Context: an optimization exercise on an open-source flow, tuned for small area, a short achievable clock period and few clock cycles per item. The choices shown serve that exercise and are no tape-out recipe. Where RTL was checked, it was by simulation tests only, not by an equivalence proof against the original. No activity file was given, so power comes from the tool's default toggle rates.

==> inputs of try-sierra <==
Design fir_decimator_top, start of the top module:
module fir_decimator_top
(
	input wire logic clk,
	input wire logic resetn,
	input wire logic in_valid,
	input wire fir_pkg::sample_t data_in,
	input wire logic out_credit,
	output logic in_credit,
	output logic out_valid,
	output fir_pkg::sample_t data_out
);
export LEC_CHECK = 0
export CAP_MARGIN = 20
export CORE_MARGIN = 2
export CORE_UTILIZATION = 40
export SETUP_SLACK_MARGIN = 4.25
export SLEW_MARGIN = 20
create_clock -name core_clock -period 6.5 [get_ports {clk}]
run.sh (not shown) runs the stock make flow with config.mk's settings and CLKGATE_MAP_FILE= SYNTH_SCRIPT=/design/flow/synth_recipe.tcl, a recipe that flattens the netlist after the stock synthesis.
==> try-willow (differences from try-sierra) <==
--- a/flow/design.v
+++ b/flow/design.v
@@ -24,18 +24,16 @@
 	output logic in_credit,
 	output logic out_valid,
 	output fir_pkg::sample_t data_out
 );
 	logic [4:0] m1;              
 	logic [6:0] m3;              
 	logic [7:0] m5;              
-	logic [4:0] selA, selB;
+	logic [4:0] selA;            
 	logic [4:0] nph;             
-	logic [2:0] phb;             
-	logic [4:0] phb_dec;
 	logic done1;                 
 	logic done2;                 
 	logic [4:0] hi_r, hi_nx;     
 	logic k9_r, k9_nx;           
 	logic pend;                  
 	logic ov;
 	logic [4:0] res;
@@ -49,15 +47,14 @@
 	logic [1:0] ocred_s;
 	logic [3:0] commit_d;
 	logic [2:0] owe_d;
 	logic c_le8, c_le13;
 	logic icr_nx;
 	logic send;
 	logic pend_nx;
-	assign phb_dec = 5'd1 << phb;
 	assign u = {~data_in[4], data_in[3:0]};
 	logic [13:0] r10;
 	assign r10 = ({14{selA[0]}} & 14'({5'(m1), 4'd0}))
 		| ({14{selA[1]}} & 14'({5'(m1), 4'd0}))
 		| ({14{selA[2]}} & 14'({5'(~m1), 1'd0}))
 		| ({14{selA[3]}} & 14'({5'(~m1), 3'd0}))
 		| ({14{selA[4]}} & 14'(5'(m1)));
@@ -73,34 +70,34 @@
 	logic [13:0] r21;
 	assign r21 = ({14{selA[0]}} & 14'(5'(m1)))
 		| ({14{selA[1]}} & 14'(7'(m3)))
 		| ({14{selA[2]}} & 14'(7'(~m3)))
 		| ({14{selA[3]}} & 14'(5'(m1)))
 		| ({14{selA[4]}} & 14'({5'(m1), 1'd0}));
 	logic [13:0] r30;
-	assign r30 = ({14{selB[0]}} & 14'({5'(~m1), 4'd0}))
-		| ({14{selB[1]}} & 14'({8'(~m5), 3'd0}))
-		| ({14{selB[3]}} & 14'({7'(m3), 5'd0}))
-		| ({14{selB[4]}} & 14'({7'(m3), 6'd0}));
+	assign r30 = ({14{selA[0]}} & 14'({5'(~m1), 4'd0}))
+		| ({14{selA[1]}} & 14'({8'(~m5), 3'd0}))
+		| ({14{selA[3]}} & 14'({7'(m3), 5'd0}))
+		| ({14{selA[4]}} & 14'({7'(m3), 6'd0}));
 	logic [13:0] r31;
-	assign r31 = ({14{selB[0]}} & 14'({5'(m1), 1'd0}))
-		| ({14{selB[1]}} & 14'(5'(m1)))
-		| ({14{selB[2]}} & 14'(7'(~m3)))
-		| ({14{selB[3]}} & 14'(7'(m3)))
-		| ({14{selB[4]}} & 14'(5'(m1)));
+	assign r31 = ({14{selA[0]}} & 14'({5'(m1), 1'd0}))
+		| ({14{selA[1]}} & 14'(5'(m1)))
+		| ({14{selA[2]}} & 14'(7'(~m3)))
+		| ({14{selA[3]}} & 14'(7'(m3)))
+		| ({14{selA[4]}} & 14'(5'(m1)));
 	logic [10:0] r40;
-	assign r40 = ({11{selB[0]}} & 11'(5'(m1)))
-		| ({11{selB[1]}} & 11'({5'(~m1), 3'd0}))
-		| ({11{selB[2]}} & 11'({5'(~m1), 1'd0}))
-		| ({11{selB[3]}} & 11'({5'(m1), 4'd0}))
-		| ({11{selB[4]}} & 11'({5'(m1), 4'd0}));
+	assign r40 = ({11{selA[0]}} & 11'(5'(m1)))
+		| ({11{selA[1]}} & 11'({5'(~m1), 3'd0}))
+		| ({11{selA[2]}} & 11'({5'(~m1), 1'd0}))
+		| ({11{selA[3]}} & 11'({5'(m1), 4'd0}))
+		| ({11{selA[4]}} & 11'({5'(m1), 4'd0}));
 	logic [10:0] r41;
-	assign r41 = ({11{selB[1]}} & 11'(5'(~m1)))
-		| ({11{selB[3]}} & 11'(7'(~m3)))
-		| ({11{selB[4]}} & 11'({5'(~m1), 1'd0}));
+	assign r41 = ({11{selA[1]}} & 11'(5'(~m1)))
+		| ({11{selA[3]}} & 11'(7'(~m3)))
+		| ({11{selA[4]}} & 11'({5'(~m1), 1'd0}));
 	logic [13:0] s1, as1, ns1;
 	logic [13:1] c1, ac1, nc1;
 	assign as1 = selA[0] ? s2 : s1;
 	assign ac1 = selA[0] ? c2 : c1;
 	logic t1_1, t1_2, t1_3, t1_4, t1_5, t1_6, t1_7, t1_8, t1_9, t1_10, t1_11, t1_12, t1_13, t1_14, t1_15, t1_16, t1_17, t1_18;
 	assign t1_1 = as1[0] ^ r10[0] ^ r11[0];
 	assign t1_2 = (as1[0] & r10[0]) | (as1[0] & r11[0]) | (r10[0] & r11[0]);
@@ -201,16 +198,16 @@
 	assign t2_23 = as2[12] ^ ac2[12] ^ r20[12];
 	assign t2_24 = (as2[12] & ac2[12]) | (as2[12] & r20[12]) | (ac2[12] & r20[12]);
 	assign ns2[12] = t2_23 ^ t2_22;
 	assign nc2[13] = t2_23 & t2_22;
 	assign ns2[13] = as2[13] ^ ac2[13] ^ t2_24;
 	logic [13:0] s3, as3, ns3;
 	logic [13:1] c3, ac3, nc3;
-	assign as3 = selB[0] ? 14'(s4) : s3;
-	assign ac3 = selB[0] ? 13'(c4) : c3;
+	assign as3 = selA[0] ? 14'(s4) : s3;
+	assign ac3 = selA[0] ? 13'(c4) : c3;
 	logic t3_1, t3_2, t3_3, t3_4, t3_5, t3_6, t3_7, t3_8, t3_9, t3_10, t3_11, t3_12, t3_13, t3_14, t3_15, t3_16, t3_17, t3_18, t3_19, t3_20, t3_21, t3_22, t3_23, t3_24;
 	assign ns3[0] = as3[0] ^ r31[0];
 	assign nc3[1] = as3[0] & r31[0];
 	assign t3_1 = as3[1] ^ ac3[1] ^ r31[1];
 	assign t3_2 = (as3[1] & ac3[1]) | (as3[1] & r31[1]) | (ac3[1] & r31[1]);
 	assign ns3[1] = t3_1;
 	assign nc3[2] = 1'b0;
@@ -257,16 +254,16 @@
 	assign t3_23 = as3[12] ^ ac3[12] ^ r30[12];
 	assign t3_24 = (as3[12] & ac3[12]) | (as3[12] & r30[12]) | (ac3[12] & r30[12]);
 	assign ns3[12] = t3_23 ^ t3_22;
 	assign nc3[13] = t3_23 & t3_22;
 	assign ns3[13] = as3[13] ^ ac3[13] ^ t3_24;
 	logic [10:0] s4, as4, ns4;
 	logic [10:1] c4, ac4, nc4;
-	assign as4 = selB[0] ? 11'd366 : s4;
-	assign ac4 = selB[0] ? 10'd0 : c4;
+	assign as4 = selA[0] ? 11'd366 : s4;
+	assign ac4 = selA[0] ? 10'd0 : c4;
 	logic t4_1, t4_2, t4_3, t4_4, t4_5, t4_6, t4_7, t4_8, t4_9, t4_10, t4_11, t4_12, t4_13, t4_14, t4_15, t4_16, t4_17, t4_18;
 	assign t4_1 = as4[0] ^ r40[0] ^ r41[0];
 	assign t4_2 = (as4[0] & r40[0]) | (as4[0] & r41[0]) | (r40[0] & r41[0]);
 	assign ns4[0] = t4_1;
 	assign nc4[1] = 1'b0;
 	assign t4_3 = as4[1] ^ ac4[1] ^ r40[1];
 	assign t4_4 = (as4[1] & ac4[1]) | (as4[1] & r40[1]) | (ac4[1] & r40[1]);
@@ -346,42 +343,37 @@
 	assign commit_d = commit - (send ? 4'd5 : 4'd0) + {3'b0, icr_nx};
 	always_ff @(posedge clk)
 	begin
 		m1 <= u;
 		m3 <= {2'b0, u} + {1'b0, u, 1'b0};
 		m5 <= {3'b0, u} + {1'b0, u, 2'b0};
 		selA <= in_valid ? nph : 5'd0;
-		selB <= in_valid ? phb_dec : 5'd0;
 		ov <= pend_nx && (ocred_s != 2'd0);
 		icr <= icr_nx;
 		hi_r <= hi_nx;
 		k9_r <= k9_nx;
 		if (done2)
 			res <= res_nx;
 	end
 	always_ff @(posedge clk, negedge resetn)
 	begin
 		if (!resetn)
 		begin
 			nph <= 5'd1;
-			phb <= 3'd0;
 			done1 <= 1'b0;
 			done2 <= 1'b0;
 			pend <= 1'b0;
 			ocred <= 2'd2;
 			owe <= 3'd0;
 			commit <= 4'd4;
 		end
 		else
 		begin
 			if (in_valid)
-			begin
 				nph <= {nph[3:0], nph[4]};
-				phb <= (phb == 3'd4) ? 3'd0 : phb + 3'd1;
-			end
 			done1 <= selA[4];
 			done2 <= done1;
 			pend <= pend_nx;
 			ocred <= ocred_nx;
 			owe <= in_valid ? owe_d + 3'd1 : owe_d;
 			commit <= commit_d;
 		end
==> comparison table <==
item                                                                            try-willow      try-sierra
Critical path start-end classification                                          reg -> out      reg -> reg
Area of combinational cells with multiple inputs                                  4220 µm²        4280 µm²
Maximum vdd ir drop                                                               0.154 mV        0.215 mV
Source of the worst register-to-register timing path                    selA[0]$_SDFF_PN0_   m1[2]$_DFF_P_
Total global-route track usage                                                       0.178           0.171
Resized Gates After CTS                                                                 55              60
GPL Wtd Cong                                                                         0.889           0.911
Post-route non-filler standard cell count                                            1,013           1,020
Count of routing violations after the opening detailed-route iteration                 367             387
Non-clock buffer share of cell area                                                 0.0437          0.0251
Switching part of the total                                                          0.250           0.326
Number of tapcells                                                                     270             275
Post-DP Area                                                                      8550 µm²        8840 µm²
Worst Hold Slack                                                                    353 ps          348 ps
Post-route design area                                                            9540 µm²        9560 µm²
Max_slew headroom                                                                    0.579           0.374
Detail Route met2 WL                                                               8900 µm         8630 µm
Seq pwr                                                                          0.00111 W       0.00138 W
Cell variety after synth                                                                53              52
Result of the run                                                           finished clean  finished clean
Multi-input gate share of total cell area                                            0.442           0.448
Mean instance size in the synthesized netlist                                     11.8 µm²        11.8 µm²
# clock sinks                                                                          150             158
Proportion of power drawn by the clock network                                       0.419           0.296
Repair and plain buffers                                                                43              26
Proportion of synthesized flip-flops having asynchronous set or reset                0.593           0.582
Testbench counts of try-sierra, summed over its fixed seeds: cycles 12,024, results 2,400.
For try-willow, only the layout was checked, not whether the RTL still works.

---

==> inputs of exp/umber <==
fir_decimator_top again, from the RTL that the note above started with.
Design fir_decimator_top, start of the top module:
module fir_decimator_top
(
	input wire logic clk,
	input wire logic resetn,
	input wire logic in_valid,
	input wire fir_pkg::sample_t data_in,
	input wire logic out_credit,
	output logic in_credit,
	output logic out_valid,
	output fir_pkg::sample_t data_out
);
	logic [4:0] m1;              
	logic [6:0] m3;              
	logic [7:0] m5;              
	logic [4:0] selA, selB;
	logic [4:0] nph;             
	logic [2:0] phb;             
	logic [4:0] phb_dec;
	logic done1;                 
	logic done2;                 
	logic [4:0] hi_r, hi_nx;     
	logic k9_r, k9_nx;           
	logic pend;                  
	logic ov;
	logic [4:0] res;
	logic [4:0] res_nx;
	logic [1:0] ocred;           
	logic [2:0] owe;             
	logic [3:0] commit;          
	logic icr;
	logic [4:0] u;
	logic [1:0] ocred_nx;
	logic [1:0] ocred_s;
	logic [3:0] commit_d;
	logic [2:0] owe_d;
	logic c_le8, c_le13;
	logic icr_nx;
	logic send;
	logic pend_nx;
	assign phb_dec = 5'd1 << phb;
	assign u = {~data_in[4], data_in[3:0]};
	logic [13:0] r10;
	assign r10 = ({14{selA[0]}} & 14'({5'(m1), 4'd0}))
  ...
make LEC_CHECK=0 CAP_MARGIN=20 CORE_MARGIN=2 CORE_UTILIZATION=40 SETUP_SLACK_MARGIN=4.35 SLEW_MARGIN=20 finish   # period 6.5 ns
==> inputs of exp/zinc, as changes to exp/umber <==
--- a/flow/design.v
+++ b/flow/design.v
@@ -30,15 +30,12 @@
 	logic [7:0] m5;              
 	logic [4:0] selA, selB;
 	logic [4:0] nph;             
 	logic [2:0] phb;             
 	logic [4:0] phb_dec;
 	logic done1;                 
-	logic done2;                 
-	logic [4:0] hi_r, hi_nx;     
-	logic k9_r, k9_nx;           
 	logic pend;                  
 	logic ov;
 	logic [4:0] res;
 	logic [4:0] res_nx;
 	logic [1:0] ocred;           
 	logic [2:0] owe;             
@@ -300,15 +297,13 @@
 	assign t4_18 = (as4[8] & ac4[8]) | (as4[8] & r40[8]) | (ac4[8] & r40[8]);
 	assign ns4[8] = t4_17 ^ t4_16;
 	assign nc4[9] = t4_17 & t4_16;
 	assign ns4[9] = as4[9] ^ ac4[9] ^ t4_18;
 	assign nc4[10] = (as4[9] & ac4[9]) | (as4[9] & t4_18) | (ac4[9] & t4_18);
 	assign ns4[10] = as4[10] ^ ac4[10];
-	assign hi_nx = s1[13:9] + c1[13:9];
-	assign k9_nx = 10'({1'b0, s1[8:0]} + {1'b0, c1[8:1], 1'b0}) >> 9;
-	assign res_nx = hi_r + 5'(k9_r) + 5'd3;
+	assign res_nx = 5'((s1 + {c1, 1'b0}) >> 9) + 5'd3;
 	always_ff @(posedge clk)
 	begin
 		s1 <= ns1;
 		c1 <= nc1;
 	end
 	always_ff @(posedge clk, negedge resetn)
@@ -338,53 +333,53 @@
 	assign send = ov;
 	assign ocred_s = ocred - {1'b0, send};
 	assign ocred_nx = out_credit ? ocred_s + 2'd1 : ocred_s;
 	assign c_le8 = commit <= 4'd8;
 	assign c_le13 = commit <= 4'd13;
 	assign icr_nx = (owe != 3'd0) && (send ? (c_le13 || ocred[1]) : (c_le8 || ((ocred != 2'd0) && c_le13)));
-	assign pend_nx = done2 || (pend && !send);
+	assign pend_nx = done1 || (pend && !send);
 	assign owe_d = owe - {2'b0, icr_nx};
 	assign commit_d = commit - (send ? 4'd5 : 4'd0) + {3'b0, icr_nx};
 	always_ff @(posedge clk)
 	begin
 		m1 <= u;
 		m3 <= {2'b0, u} + {1'b0, u, 1'b0};
 		m5 <= {3'b0, u} + {1'b0, u, 2'b0};
-		selA <= in_valid ? nph : 5'd0;
-		selB <= in_valid ? phb_dec : 5'd0;
-		ov <= pend_nx && (ocred_s != 2'd0);
-		icr <= icr_nx;
-		hi_r <= hi_nx;
-		k9_r <= k9_nx;
-		if (done2)
+		if (done1)
 			res <= res_nx;
 	end
 	always_ff @(posedge clk, negedge resetn)
 	begin
 		if (!resetn)
 		begin
 			nph <= 5'd1;
+			selA <= 5'd0;
+			selB <= 5'd0;
 			phb <= 3'd0;
 			done1 <= 1'b0;
-			done2 <= 1'b0;
 			pend <= 1'b0;
+			ov <= 1'b0;
 			ocred <= 2'd2;
 			owe <= 3'd0;
 			commit <= 4'd4;
+			icr <= 1'b0;
 		end
 		else
 		begin
+			selA <= in_valid ? nph : 5'd0;
+			selB <= in_valid ? phb_dec : 5'd0;
 			if (in_valid)
 			begin
 				nph <= {nph[3:0], nph[4]};
 				phb <= (phb == 3'd4) ? 3'd0 : phb + 3'd1;
 			end
 			done1 <= selA[4];
-			done2 <= done1;
 			pend <= pend_nx;
+			ov <= pend_nx && (ocred_s != 2'd0);
 			ocred <= ocred_nx;
 			owe <= in_valid ? owe_d + 3'd1 : owe_d;
 			commit <= commit_d;
+			icr <= icr_nx;
 		end
 	end
 endmodule
 `default_nettype wire
--- a/flow/config.mk
+++ b/flow/config.mk
@@ -5,8 +5,8 @@
 export SDC_FILE = /design/flow/constraint.sdc
 export NUM_CORES = 4
 export LEC_CHECK = 0
 export CAP_MARGIN = 20
 export CORE_MARGIN = 2
 export CORE_UTILIZATION = 40
-export SETUP_SLACK_MARGIN = 4.35
+export SETUP_SLACK_MARGIN = 4.2
 export SLEW_MARGIN = 20
==> inputs of exp/garnet, as changes to exp/umber <==
--- a/flow/design.v
+++ b/flow/design.v
@@ -25,16 +25,14 @@
 	output logic out_valid,
 	output fir_pkg::sample_t data_out
 );
 	logic [4:0] m1;              
 	logic [6:0] m3;              
 	logic [7:0] m5;              
-	logic [4:0] selA, selB;
+	logic [4:0] selA;            
 	logic [4:0] nph;             
-	logic [2:0] phb;             
-	logic [4:0] phb_dec;
 	logic done1;                 
 	logic done2;                 
 	logic [4:0] hi_r, hi_nx;     
 	logic k9_r, k9_nx;           
 	logic pend;                  
 	logic ov;
@@ -50,13 +48,12 @@
 	logic [3:0] commit_d;
 	logic [2:0] owe_d;
 	logic c_le8, c_le13;
 	logic icr_nx;
 	logic send;
 	logic pend_nx;
-	assign phb_dec = 5'd1 << phb;
 	assign u = {~data_in[4], data_in[3:0]};
 	logic [13:0] r10;
 	assign r10 = ({14{selA[0]}} & 14'({5'(m1), 4'd0}))
 		| ({14{selA[1]}} & 14'({5'(m1), 4'd0}))
 		| ({14{selA[2]}} & 14'({5'(~m1), 1'd0}))
 		| ({14{selA[3]}} & 14'({5'(~m1), 3'd0}))
@@ -74,32 +71,32 @@
 	assign r21 = ({14{selA[0]}} & 14'(5'(m1)))
 		| ({14{selA[1]}} & 14'(7'(m3)))
 		| ({14{selA[2]}} & 14'(7'(~m3)))
 		| ({14{selA[3]}} & 14'(5'(m1)))
 		| ({14{selA[4]}} & 14'({5'(m1), 1'd0}));
 	logic [13:0] r30;
-	assign r30 = ({14{selB[0]}} & 14'({5'(~m1), 4'd0}))
-		| ({14{selB[1]}} & 14'({8'(~m5), 3'd0}))
-		| ({14{selB[3]}} & 14'({7'(m3), 5'd0}))
-		| ({14{selB[4]}} & 14'({7'(m3), 6'd0}));
+	assign r30 = ({14{selA[0]}} & 14'({5'(~m1), 4'd0}))
+		| ({14{selA[1]}} & 14'({8'(~m5), 3'd0}))
+		| ({14{selA[3]}} & 14'({7'(m3), 5'd0}))
+		| ({14{selA[4]}} & 14'({7'(m3), 6'd0}));
 	logic [13:0] r31;
-	assign r31 = ({14{selB[0]}} & 14'({5'(m1), 1'd0}))
-		| ({14{selB[1]}} & 14'(5'(m1)))
-		| ({14{selB[2]}} & 14'(7'(~m3)))
-		| ({14{selB[3]}} & 14'(7'(m3)))
-		| ({14{selB[4]}} & 14'(5'(m1)));
+	assign r31 = ({14{selA[0]}} & 14'({5'(m1), 1'd0}))
+		| ({14{selA[1]}} & 14'(5'(m1)))
+		| ({14{selA[2]}} & 14'(7'(~m3)))
+		| ({14{selA[3]}} & 14'(7'(m3)))
+		| ({14{selA[4]}} & 14'(5'(m1)));
 	logic [10:0] r40;
-	assign r40 = ({11{selB[0]}} & 11'(5'(m1)))
-		| ({11{selB[1]}} & 11'({5'(~m1), 3'd0}))
-		| ({11{selB[2]}} & 11'({5'(~m1), 1'd0}))
-		| ({11{selB[3]}} & 11'({5'(m1), 4'd0}))
-		| ({11{selB[4]}} & 11'({5'(m1), 4'd0}));
+	assign r40 = ({11{selA[0]}} & 11'(5'(m1)))
+		| ({11{selA[1]}} & 11'({5'(~m1), 3'd0}))
+		| ({11{selA[2]}} & 11'({5'(~m1), 1'd0}))
+		| ({11{selA[3]}} & 11'({5'(m1), 4'd0}))
+		| ({11{selA[4]}} & 11'({5'(m1), 4'd0}));
 	logic [10:0] r41;
-	assign r41 = ({11{selB[1]}} & 11'(5'(~m1)))
-		| ({11{selB[3]}} & 11'(7'(~m3)))
-		| ({11{selB[4]}} & 11'({5'(~m1), 1'd0}));
+	assign r41 = ({11{selA[1]}} & 11'(5'(~m1)))
+		| ({11{selA[3]}} & 11'(7'(~m3)))
+		| ({11{selA[4]}} & 11'({5'(~m1), 1'd0}));
 	logic [13:0] s1, as1, ns1;
 	logic [13:1] c1, ac1, nc1;
 	assign as1 = selA[0] ? s2 : s1;
 	assign ac1 = selA[0] ? c2 : c1;
 	logic t1_1, t1_2, t1_3, t1_4, t1_5, t1_6, t1_7, t1_8, t1_9, t1_10, t1_11, t1_12, t1_13, t1_14, t1_15, t1_16, t1_17, t1_18;
 	assign t1_1 = as1[0] ^ r10[0] ^ r11[0];
@@ -202,14 +199,14 @@
 	assign t2_24 = (as2[12] & ac2[12]) | (as2[12] & r20[12]) | (ac2[12] & r20[12]);
 	assign ns2[12] = t2_23 ^ t2_22;
 	assign nc2[13] = t2_23 & t2_22;
 	assign ns2[13] = as2[13] ^ ac2[13] ^ t2_24;
 	logic [13:0] s3, as3, ns3;
 	logic [13:1] c3, ac3, nc3;
-	assign as3 = selB[0] ? 14'(s4) : s3;
-	assign ac3 = selB[0] ? 13'(c4) : c3;
+	assign as3 = selA[0] ? 14'(s4) : s3;
+	assign ac3 = selA[0] ? 13'(c4) : c3;
 	logic t3_1, t3_2, t3_3, t3_4, t3_5, t3_6, t3_7, t3_8, t3_9, t3_10, t3_11, t3_12, t3_13, t3_14, t3_15, t3_16, t3_17, t3_18, t3_19, t3_20, t3_21, t3_22, t3_23, t3_24;
 	assign ns3[0] = as3[0] ^ r31[0];
 	assign nc3[1] = as3[0] & r31[0];
 	assign t3_1 = as3[1] ^ ac3[1] ^ r31[1];
 	assign t3_2 = (as3[1] & ac3[1]) | (as3[1] & r31[1]) | (ac3[1] & r31[1]);
 	assign ns3[1] = t3_1;
@@ -258,14 +255,14 @@
 	assign t3_24 = (as3[12] & ac3[12]) | (as3[12] & r30[12]) | (ac3[12] & r30[12]);
 	assign ns3[12] = t3_23 ^ t3_22;
 	assign nc3[13] = t3_23 & t3_22;
 	assign ns3[13] = as3[13] ^ ac3[13] ^ t3_24;
 	logic [10:0] s4, as4, ns4;
 	logic [10:1] c4, ac4, nc4;
-	assign as4 = selB[0] ? 11'd366 : s4;
-	assign ac4 = selB[0] ? 10'd0 : c4;
+	assign as4 = selA[0] ? 11'd366 : s4;
+	assign ac4 = selA[0] ? 10'd0 : c4;
 	logic t4_1, t4_2, t4_3, t4_4, t4_5, t4_6, t4_7, t4_8, t4_9, t4_10, t4_11, t4_12, t4_13, t4_14, t4_15, t4_16, t4_17, t4_18;
 	assign t4_1 = as4[0] ^ r40[0] ^ r41[0];
 	assign t4_2 = (as4[0] & r40[0]) | (as4[0] & r41[0]) | (r40[0] & r41[0]);
 	assign ns4[0] = t4_1;
 	assign nc4[1] = 1'b0;
 	assign t4_3 = as4[1] ^ ac4[1] ^ r40[1];
@@ -347,40 +344,35 @@
 	always_ff @(posedge clk)
 	begin
 		m1 <= u;
 		m3 <= {2'b0, u} + {1'b0, u, 1'b0};
 		m5 <= {3'b0, u} + {1'b0, u, 2'b0};
 		selA <= in_valid ? nph : 5'd0;
-		selB <= in_valid ? phb_dec : 5'd0;
 		ov <= pend_nx && (ocred_s != 2'd0);
 		icr <= icr_nx;
 		hi_r <= hi_nx;
 		k9_r <= k9_nx;
 		if (done2)
 			res <= res_nx;
 	end
 	always_ff @(posedge clk, negedge resetn)
 	begin
 		if (!resetn)
 		begin
 			nph <= 5'd1;
-			phb <= 3'd0;
 			done1 <= 1'b0;
 			done2 <= 1'b0;
 			pend <= 1'b0;
 			ocred <= 2'd2;
 			owe <= 3'd0;
 			commit <= 4'd4;
 		end
 		else
 		begin
 			if (in_valid)
-			begin
 				nph <= {nph[3:0], nph[4]};
-				phb <= (phb == 3'd4) ? 3'd0 : phb + 3'd1;
-			end
 			done1 <= selA[4];
 			done2 <= done1;
 			pend <= pend_nx;
 			ocred <= ocred_nx;
 			owe <= in_valid ? owe_d + 3'd1 : owe_d;
 			commit <= commit_d;
==> flow/config.mk (replaced) <==
export PLATFORM = sky130hd
export DESIGN_NAME = fir_decimator_top
export DESIGN_NICKNAME = fir_decimator_top
export VERILOG_FILES = /design/flow/design.v
export SDC_FILE = /design/flow/constraint.sdc
export NUM_CORES = 4
export LEC_CHECK = 0
export CAP_MARGIN = 20
export CORE_MARGIN = 2
export CORE_UTILIZATION = 55
export SETUP_SLACK_MARGIN = 4.25
export SLEW_MARGIN = 20
==> notes.md <==
metric                                                                         exp/umber               exp/garnet                 exp/zinc
Required time at the worst-slack endpoint                                        5.20 ns                  6.79 ns                  6.67 ns
Number of logic stages on the critical path including buffering                        1                        4                       12
DRT met1 WL                                                                      7550 um                  7906 um                  8442 um
Number of cells traversed by the worst hold path                                       0                        0                        1
Length of routed met3 wiring                                                      943 um                  1027 um                  1020 um
Global routing met3 resource utilization                                          4.024%                   5.441%                   3.584%
Outcome                                                          complete, no violations  complete, no violations  complete, no violations
Kind of capture point of the worst setup path                                output port                     flop                     flop
Half-perimeter wire length after placement                                      12630 um                 12150 um                 12910 um
Largest stage delay on the critical path                                         0.35 ns                  0.54 ns                  0.35 ns
Synth top area share                                                              19.43%                   19.15%                   22.21%
Clock buffers                                                                         19                       21                       18
Launch instance of the worst register-to-register path                           selA[0]                    m5[0]                    c1[7]
Comb power                                                                     0.00108 W               0.000348 W               0.000979 W
Library cells used by synthesis                                                       52                       53                       61
Initial standard-cell utilization of the core                                     40.55%                   56.43%                   41.01%
Cell at the slowest stage of the critical path                                  edfxtp_1                  dfxtp_1                   o41a_1
Nets@finish                                                                          886                      864                      921
Number of buffers outside the clock class in the layout                               49                       47                       50
Clock Skews                                                                  0.009509 ns              0.008007 ns               0.01001 ns
Compound-cell area share of the yosys netlist                                     8.333%                   6.626%                   10.70%
Testbench counts of exp/umber, summed over its fixed seeds: cycles 12,024, results 2,400.
The RTL of exp/zinc and exp/garnet was laid out without a check of its function.

-- re-timing with driven ports --
In the flow no input, the clock included, has a driving cell. The finished layouts below were timed again as built, in two steps. Step 1: set_driving_cell puts a clkbuf_16 on clk and a buf_2 on each other input, an assumption about the parent block. Step 2 also shifts input and output timing later by t, the mid clock arrival at the registers, as if the neighbouring blocks saw the same clock. a / b / c = ideal / step 1 / step 2; a / b = the first two.
run | t, ns | setup WS [ns] | worst register clock-pin slew, ns
try-sierra | 0.467 | 4.265 / 4.227 / 3.849 | 0.06 / 0.06
try-willow | 0.469 | 4.276 / 4.231 / 3.868 | 0.06 / 0.06
exp/umber | 0.469 | 4.272 / 4.230 / 3.980 | 0.07 / 0.07
exp/zinc | 0.463 | 3.877 / 3.877 / 3.864 | 0.07 / 0.07
exp/garnet | 0.456 | 4.267 / 4.248 / 3.865 | 0.06 / 0.06
After both steps setup and hold are still met in every run listed. For try-sierra, which loses most, drivers alone change the setup slack by -0.038 ns; drivers and shift together by -0.416 ns.
